This design comes from an exercise in tuning for small area on the open sky130 flow, not from production work. At most, simulation tests tie the RTL to the original design; equivalence was not proved. Power figures rest on the tool's default switching activity, not on a simulated workload.

Setup of v8:
Design cpu_top, start of the top module:
module cpu_top (
    input  logic        clk,
    input  logic        reset,
    input  logic        i_imem_we,
    input  logic [3:0]  i_imem_addr,
    input  logic [15:0] i_imem_data,
    input  logic        i_hazard,
    input  logic        i_flush_req,
    input  logic        i_lock_req,
    input  logic        i_unlock_req,
    input  logic        i_auth_valid,
    output logic [3:0]  o_pc,
    output logic [1:0]  o_state,
    output logic        o_wb_valid,
    output logic [2:0]  o_wb_addr,
    output logic [3:0]  o_wb_data
);
==> module fetch_decode, before the edit <==
module fetch_decode (
    input  logic      clk,
    input  logic      reset,
    input  logic      i_hold,
    input  logic      i_flush,
    input  logic      i_redirect_valid,
    input  cpu_pkg::pc_t       i_redirect_pc,
    input  logic      i_imem_we,
    input  cpu_pkg::pc_t       i_imem_addr,
    input  logic [cpu_pkg::INSTR_W-1:0] i_imem_data,
    output cpu_pkg::pc_t       o_pc,
    output logic      o_id_ex_valid,
    output logic [cpu_pkg::ENC_W-1:0] o_id_ex_instr
);
    localparam int EW = cpu_pkg::ENC_W;
    cpu_pkg::pc_t     pc;
    logic [EW-1:0]    wenc;
    logic [3:0]       imem_hi [cpu_pkg::IMEM_DEPTH];
    logic [7:0]       imem_lo [cpu_pkg::IMEM_DEPTH];
    logic             if_id_valid;
    logic [EW-1:0]    if_id_instr;
    logic [EW-1:0]    fetched;
    assign wenc = cpu_pkg::encode(i_imem_data);
    always_comb begin
        fetched = '0;
        for (int i = 0; i < cpu_pkg::IMEM_DEPTH; i++)
            fetched |= {EW{pc == 4'(i)}} & {imem_hi[i][3], imem_lo[i][7:6], imem_hi[i][2:0], imem_lo[i][5:0]};
    end
    always_ff @(posedge clk or posedge reset) begin
        if (reset) begin
            pc <= '0;
        end else if (i_flush) begin
            pc <= '0;
        end else if (!i_hold) begin
            pc <= i_redirect_valid ? i_redirect_pc : pc + 1'b1;
        end
    end
    always_ff @(posedge clk or posedge reset) begin
        if (reset) begin
            for (int i = 0; i < cpu_pkg::IMEM_DEPTH; i++) imem_hi[i] <= '0;
        end else if (i_imem_we) begin
            imem_hi[i_imem_addr] <= {wenc[11], wenc[8:6]};
        end
    end
    always_ff @(posedge clk) begin
        if (i_imem_we) imem_lo[i_imem_addr] <= {wenc[10:9], wenc[5:0]};
    end
    always_ff @(posedge clk or posedge reset) begin
        if (reset) begin
            if_id_valid   <= 1'b0;
            o_id_ex_valid <= 1'b0;
        end else if (i_flush) begin
            if_id_valid   <= 1'b0;
            o_id_ex_valid <= 1'b0;
        end else if (!i_hold) begin
            if_id_valid   <= !i_redirect_valid;
            o_id_ex_valid <= if_id_valid && !i_redirect_valid;
        end
    end
    always_ff @(posedge clk) begin
        if (!i_hold) begin
            if_id_instr   <= fetched;
            o_id_ex_instr <= if_id_instr;
        end
    end
    assign o_pc = pc;
endmodule
export LEC_CHECK = 0
export CAP_MARGIN = 20
export CORE_MARGIN = 2
export CORE_UTILIZATION = 40
export SLEW_MARGIN = 20
create_clock -name core_clock -period 5.0 [get_ports {clk}]
standard.sh (not shown) runs the stock make flow with config.mk's settings and CLKGATE_MAP_FILE= SYNTH_SCRIPT=/design/flow/synth_recipe.tcl, a recipe that flattens the netlist after the stock synthesis.
==> flow/flow/run.sh <==
#!/bin/bash
# The standard layout (standard.sh), with three changes:
#  - synthesis maps logic with an area-oriented abc script (flow/synth.tcl);
#  - ports are buffered with the smallest buffer;
#  - the clock tree uses small buffers and no dummy loads.
# The whole run's output goes to flow_run.log here, each tool's to orfs/logs.
set -euo pipefail
export FLOW_WORK_DIR=$PWD
export FLOW_FLOW_DIR=$PWD/flow
export BUFFER_PORTS_ARGS="-buffer_cell sky130_fd_sc_hd__buf_1"
export CTS_ARGS="-sink_clustering_enable -repair_clock_nets -dont_use_dummy_load -buf_list sky130_fd_sc_hd__clkbuf_4 -sink_clustering_size 8 -sink_clustering_max_diameter 50"
sed "s#SYNTH_SCRIPT=[^ ]*#SYNTH_SCRIPT=$PWD/flow/synth.tcl#" standard.sh > my_standard.sh
grep -q "SYNTH_SCRIPT=$PWD/flow/synth.tcl" my_standard.sh
bash my_standard.sh > flow_run.log 2>&1
mkdir -p logs
cp -r orfs/logs/. logs/ 2>/dev/null || true
==> flow/flow/area.abc <==
strash
&get -n
&synch2
&syn2
&synch2
&put
dch -f
amap
topo
==> flow/flow/synth.tcl <==
# The standard flow's synthesis script unchanged, with abc's mapping script replaced by
# an area-oriented one (flow/area.abc). abc maps only combinational logic.
proc abc {args} {
  set i [lsearch $args -script]
  if {$i >= 0} { lset args [expr {$i + 1}] $::env(FLOW_FLOW_DIR)/area.abc }
  yosys abc {*}$args
}
source $::env(FLOW_WORK_DIR)/synth_recipe.tcl
v8: flow completed, timing, DRC and antenna clean
Relative to v8, the following input files were edited for v29:
==> flow/design.v, changed modules only <==
module fetch_decode (
    input  logic      clk,
    input  logic      reset,
    input  logic      i_hold,
    input  logic      i_flush,
    input  logic      i_redirect_valid,
    input  cpu_pkg::pc_t       i_redirect_pc,
    input  logic      i_imem_we,
    input  cpu_pkg::pc_t       i_imem_addr,
    input  logic [cpu_pkg::INSTR_W-1:0] i_imem_data,
    output cpu_pkg::pc_t       o_pc,
    output logic      o_id_ex_valid,
    output logic [cpu_pkg::ENC_W-1:0] o_id_ex_instr
);
    localparam int EW = cpu_pkg::ENC_W;
    cpu_pkg::pc_t     pc;
    logic [EW-1:0]    wenc;
    logic [3:0]       imem_hi [cpu_pkg::IMEM_DEPTH];
    logic [7:0]       imem_lo [cpu_pkg::IMEM_DEPTH];
    logic             if_id_valid;
    logic [EW-1:0]    if_id_instr;
    assign wenc = cpu_pkg::encode(i_imem_data);
    always_ff @(posedge clk or posedge reset) begin
        if (reset) begin
            pc <= '0;
        end else if (i_flush) begin
            pc <= '0;
        end else if (!i_hold) begin
            pc <= i_redirect_valid ? i_redirect_pc : pc + 1'b1;
        end
    end
    always_ff @(posedge clk or posedge reset) begin
        if (reset) begin
            for (int i = 0; i < cpu_pkg::IMEM_DEPTH; i++) imem_hi[i] <= '0;
        end else if (i_imem_we) begin
            imem_hi[i_imem_addr] <= {wenc[11], wenc[8:6]};
        end
    end
    always_ff @(posedge clk) begin
        if (i_imem_we) imem_lo[i_imem_addr] <= {wenc[10:9], wenc[5:0]};
    end
    always_ff @(posedge clk or posedge reset) begin
        if (reset) begin
            if_id_valid   <= 1'b0;
            o_id_ex_valid <= 1'b0;
        end else if (i_flush) begin
            if_id_valid   <= 1'b0;
            o_id_ex_valid <= 1'b0;
        end else if (!i_hold) begin
            if_id_valid   <= !i_redirect_valid;
            o_id_ex_valid <= if_id_valid && !i_redirect_valid;
        end
    end
    always_ff @(posedge clk) begin
        if (!i_hold) begin
            if_id_instr   <= {imem_hi[pc][3], imem_lo[pc][7:6], imem_hi[pc][2:0], imem_lo[pc][5:0]};
            o_id_ex_instr <= if_id_instr;
        end
    end
    assign o_pc = pc;
endmodule
## What came out
- Going from v8 to v29, vias per cell grew slightly.
- Lower detailed-router iteration count before antenna repair among v29 and v8: v29
- v8 has a higher total nets after synthesis than v29.
- v29 vs. v8: final worst-path setup slack went down by 0.0040 ns.
- Summary of v29 over v8: cell count now sits lower, number of antenna repair diodes decreased 1, synthesized instance count went down about 0.5%.
- Compared to v8, v29 has total CTS buffers 1 lower.


Another version of the RTL of cpu_top (not shown whole).
Size: roughly 1100 cells after synthesis, ~340 flip-flops, about 42 I/O pins.
==> module execute_mem, before the edit <==
module execute_mem (
    input  logic      clk,
    input  logic      reset,
    input  logic      i_hold,
    input  logic      i_flush,
    input  logic      i_id_ex_valid,
    input  logic [cpu_pkg::ENC_W-1:0] i_id_ex_instr,
    output cpu_pkg::reg_addr_t o_rs1_addr,
    output cpu_pkg::reg_addr_t o_rs2_addr,
    input  cpu_pkg::data_t     i_rs1_data,
    input  cpu_pkg::data_t     i_rs2_data,
    output logic      o_redirect_valid,
    output cpu_pkg::pc_t       o_redirect_pc,
    output logic      o_wb_valid,
    output cpu_pkg::reg_addr_t o_wb_addr,
    output cpu_pkg::data_t     o_wb_data
);
    logic [2:0]          c;
    cpu_pkg::reg_addr_t  f1, f2, f3;
    logic                advance;
    logic                is_beq, is_store, is_load, writes;
    cpu_pkg::data_t      op_a, op_b, opnd, diff, sum, alu_out;
    logic [1:0]          ex_mem_kind;
    cpu_pkg::reg_addr_t  ex_mem_rd;
    cpu_pkg::data_t      ex_mem_result;
    logic                ex_mem_sd3;       
    cpu_pkg::data_t      mem_result;
    cpu_pkg::data_t      dmem [cpu_pkg::DMEM_DEPTH];
    logic                mem_wb_wr;
    cpu_pkg::reg_addr_t  mem_wb_rd;
    cpu_pkg::data_t      mem_wb_data;
    assign {c, f1, f2, f3} = i_id_ex_instr;
    assign advance = !i_hold && !i_flush;
    assign is_beq   = c[2] && c[1];
    assign is_store = c == 3'b101;
    assign is_load  = c == 3'b100;
    assign writes   = (!c[2] || is_load) && f1 != 3'd0;
    assign o_rs1_addr = f2;
    assign o_rs2_addr = f3;
    function automatic logic [cpu_pkg::DATA_W-1:0] fwd(cpu_pkg::reg_addr_t src, cpu_pkg::data_t rf_data);
        logic [cpu_pkg::DATA_W-1:0] val;
        val = rf_data;
        if (ex_mem_kind[0] && ex_mem_rd == src) begin
            val = mem_result;
        end else if (mem_wb_wr && mem_wb_rd == src) begin
            val = mem_wb_data;
        end
        fwd = val;
    endfunction
    always_comb begin
        op_a = fwd(f2, i_rs1_data);
        op_b = fwd(f3, i_rs2_data);
        opnd = op_b;
        if (c == 3'b011 || c == 3'b100) opnd = {1'b0, f3};
        else if (c == 3'b101)           opnd = {1'b0, f1};
        diff = op_a ^ opnd;
        sum  = op_a + opnd;
        case (c)
            3'b001:  alu_out = op_a & opnd;
            3'b010:  alu_out = diff;
            default: alu_out = sum;
        endcase
    end
    assign o_redirect_valid = i_id_ex_valid && is_beq && diff == '0 && advance;
    assign o_redirect_pc    = {c[0], f1};
    always_ff @(posedge clk or posedge reset) begin
        if (reset) begin
            ex_mem_kind <= 2'b00;
            mem_wb_wr   <= 1'b0;
        end else if (i_flush) begin
            ex_mem_kind <= 2'b00;
            mem_wb_wr   <= 1'b0;
        end else if (!i_hold) begin
            ex_mem_kind <= {i_id_ex_valid && (is_load || is_store) && (writes || is_store),
                            i_id_ex_valid && writes};
            mem_wb_wr   <= ex_mem_kind[0];
        end
    end
    always_ff @(posedge clk) begin
        if (!i_hold) begin
            ex_mem_rd     <= is_store ? op_b[2:0] : f1;
            ex_mem_sd3    <= op_b[3];
            ex_mem_result <= alu_out;
            mem_wb_rd     <= ex_mem_rd;
            mem_wb_data   <= mem_result;
        end
    end
    always_ff @(posedge clk or posedge reset) begin
        if (reset) begin
            for (int i = 0; i < cpu_pkg::DMEM_DEPTH; i++) dmem[i] <= '0;
        end else if (ex_mem_kind == 2'b10 && advance) begin
            dmem[ex_mem_result] <= {ex_mem_sd3, ex_mem_rd};
        end
    end
    assign mem_result = ex_mem_kind[1] ? dmem[ex_mem_result] : ex_mem_result;
    assign o_wb_valid = mem_wb_wr && advance;
    assign o_wb_addr  = mem_wb_rd;
    assign o_wb_data  = mem_wb_data;
endmodule
clock: 5.0 ns
lec_check: 0
cap_margin: 20
core_margin: 2
core_utilization: 40
slew_margin: 20
==> flow/flow/area.abc <==
strash
&get -n
&synch2
&syn2
&synch2
&put
dch -f
amap -F 3 -A 8
topo
Scripts as last shown in full above: flow/flow/run.sh, flow/flow/synth.tcl
Change:
--- a/flow/design.v
+++ b/flow/design.v
@@ -298,9 +298,15 @@
         end else if (ex_mem_kind == 2'b10 && advance) begin
             dmem[ex_mem_result] <= {ex_mem_sd3, ex_mem_rd};
         end
     end
-    assign mem_result = ex_mem_kind[1] ? dmem[ex_mem_result] : ex_mem_result;
+    cpu_pkg::data_t      dmem_rd;
+    always_comb begin
+        dmem_rd = '0;
+        for (int i = 0; i < cpu_pkg::DMEM_DEPTH; i++)
+            dmem_rd |= {cpu_pkg::DATA_W{ex_mem_result == 4'(i)}} & dmem[i];
+    end
+    assign mem_result = ex_mem_kind[1] ? dmem_rd : ex_mem_result;
     assign o_wb_valid = mem_wb_wr && advance;
     assign o_wb_addr  = mem_wb_rd;
     assign o_wb_data  = mem_wb_data;
 endmodule
Outcome: Worst setup slack gets worse by 360 ps; synthesized cell count drops by 0.70%; power drops by 2.8%; area after synthesis drops by 0.57%; sequential share of layout area climbs by 0.64 points; utilization drops by 0.37 points; global-route usage drops by 1.2 points; clock power barely changes.
Only the layout flow was run in the first run of this note; the RTL was not checked for function there.

==> static timing again, ports no longer ideal <==
The results above use ideal ports. As a check the final layouts listed here were re-extracted and re-timed, cells and wires unchanged. Step 1, drivers: a clkbuf_16 drives clk and a buf_2 each remaining input, both assumed. Step 2 times the ports against the registers' clock, not the clock port: input delays grow and output delays shrink by t, the midpoint of the rising clock arrivals with the driver on. Three values: no drivers, after step 1, after step 2; two values: the first two.
run | t, ns | setup WS [ns] | worst setup path at the end
v8 | 0.742 | 0.558 / 0.558 / 0.558 | register to register
v29 | 0.732 | 0.554 / 0.554 / 0.554 | register to register
the first run of note 2 | 0.736 | 0.748 / 0.748 / 0.748 | register to register
the second run of note 2 | 0.723 | 0.386 / 0.386 / 0.386 | register to register
After both steps every run listed still meets setup and hold.
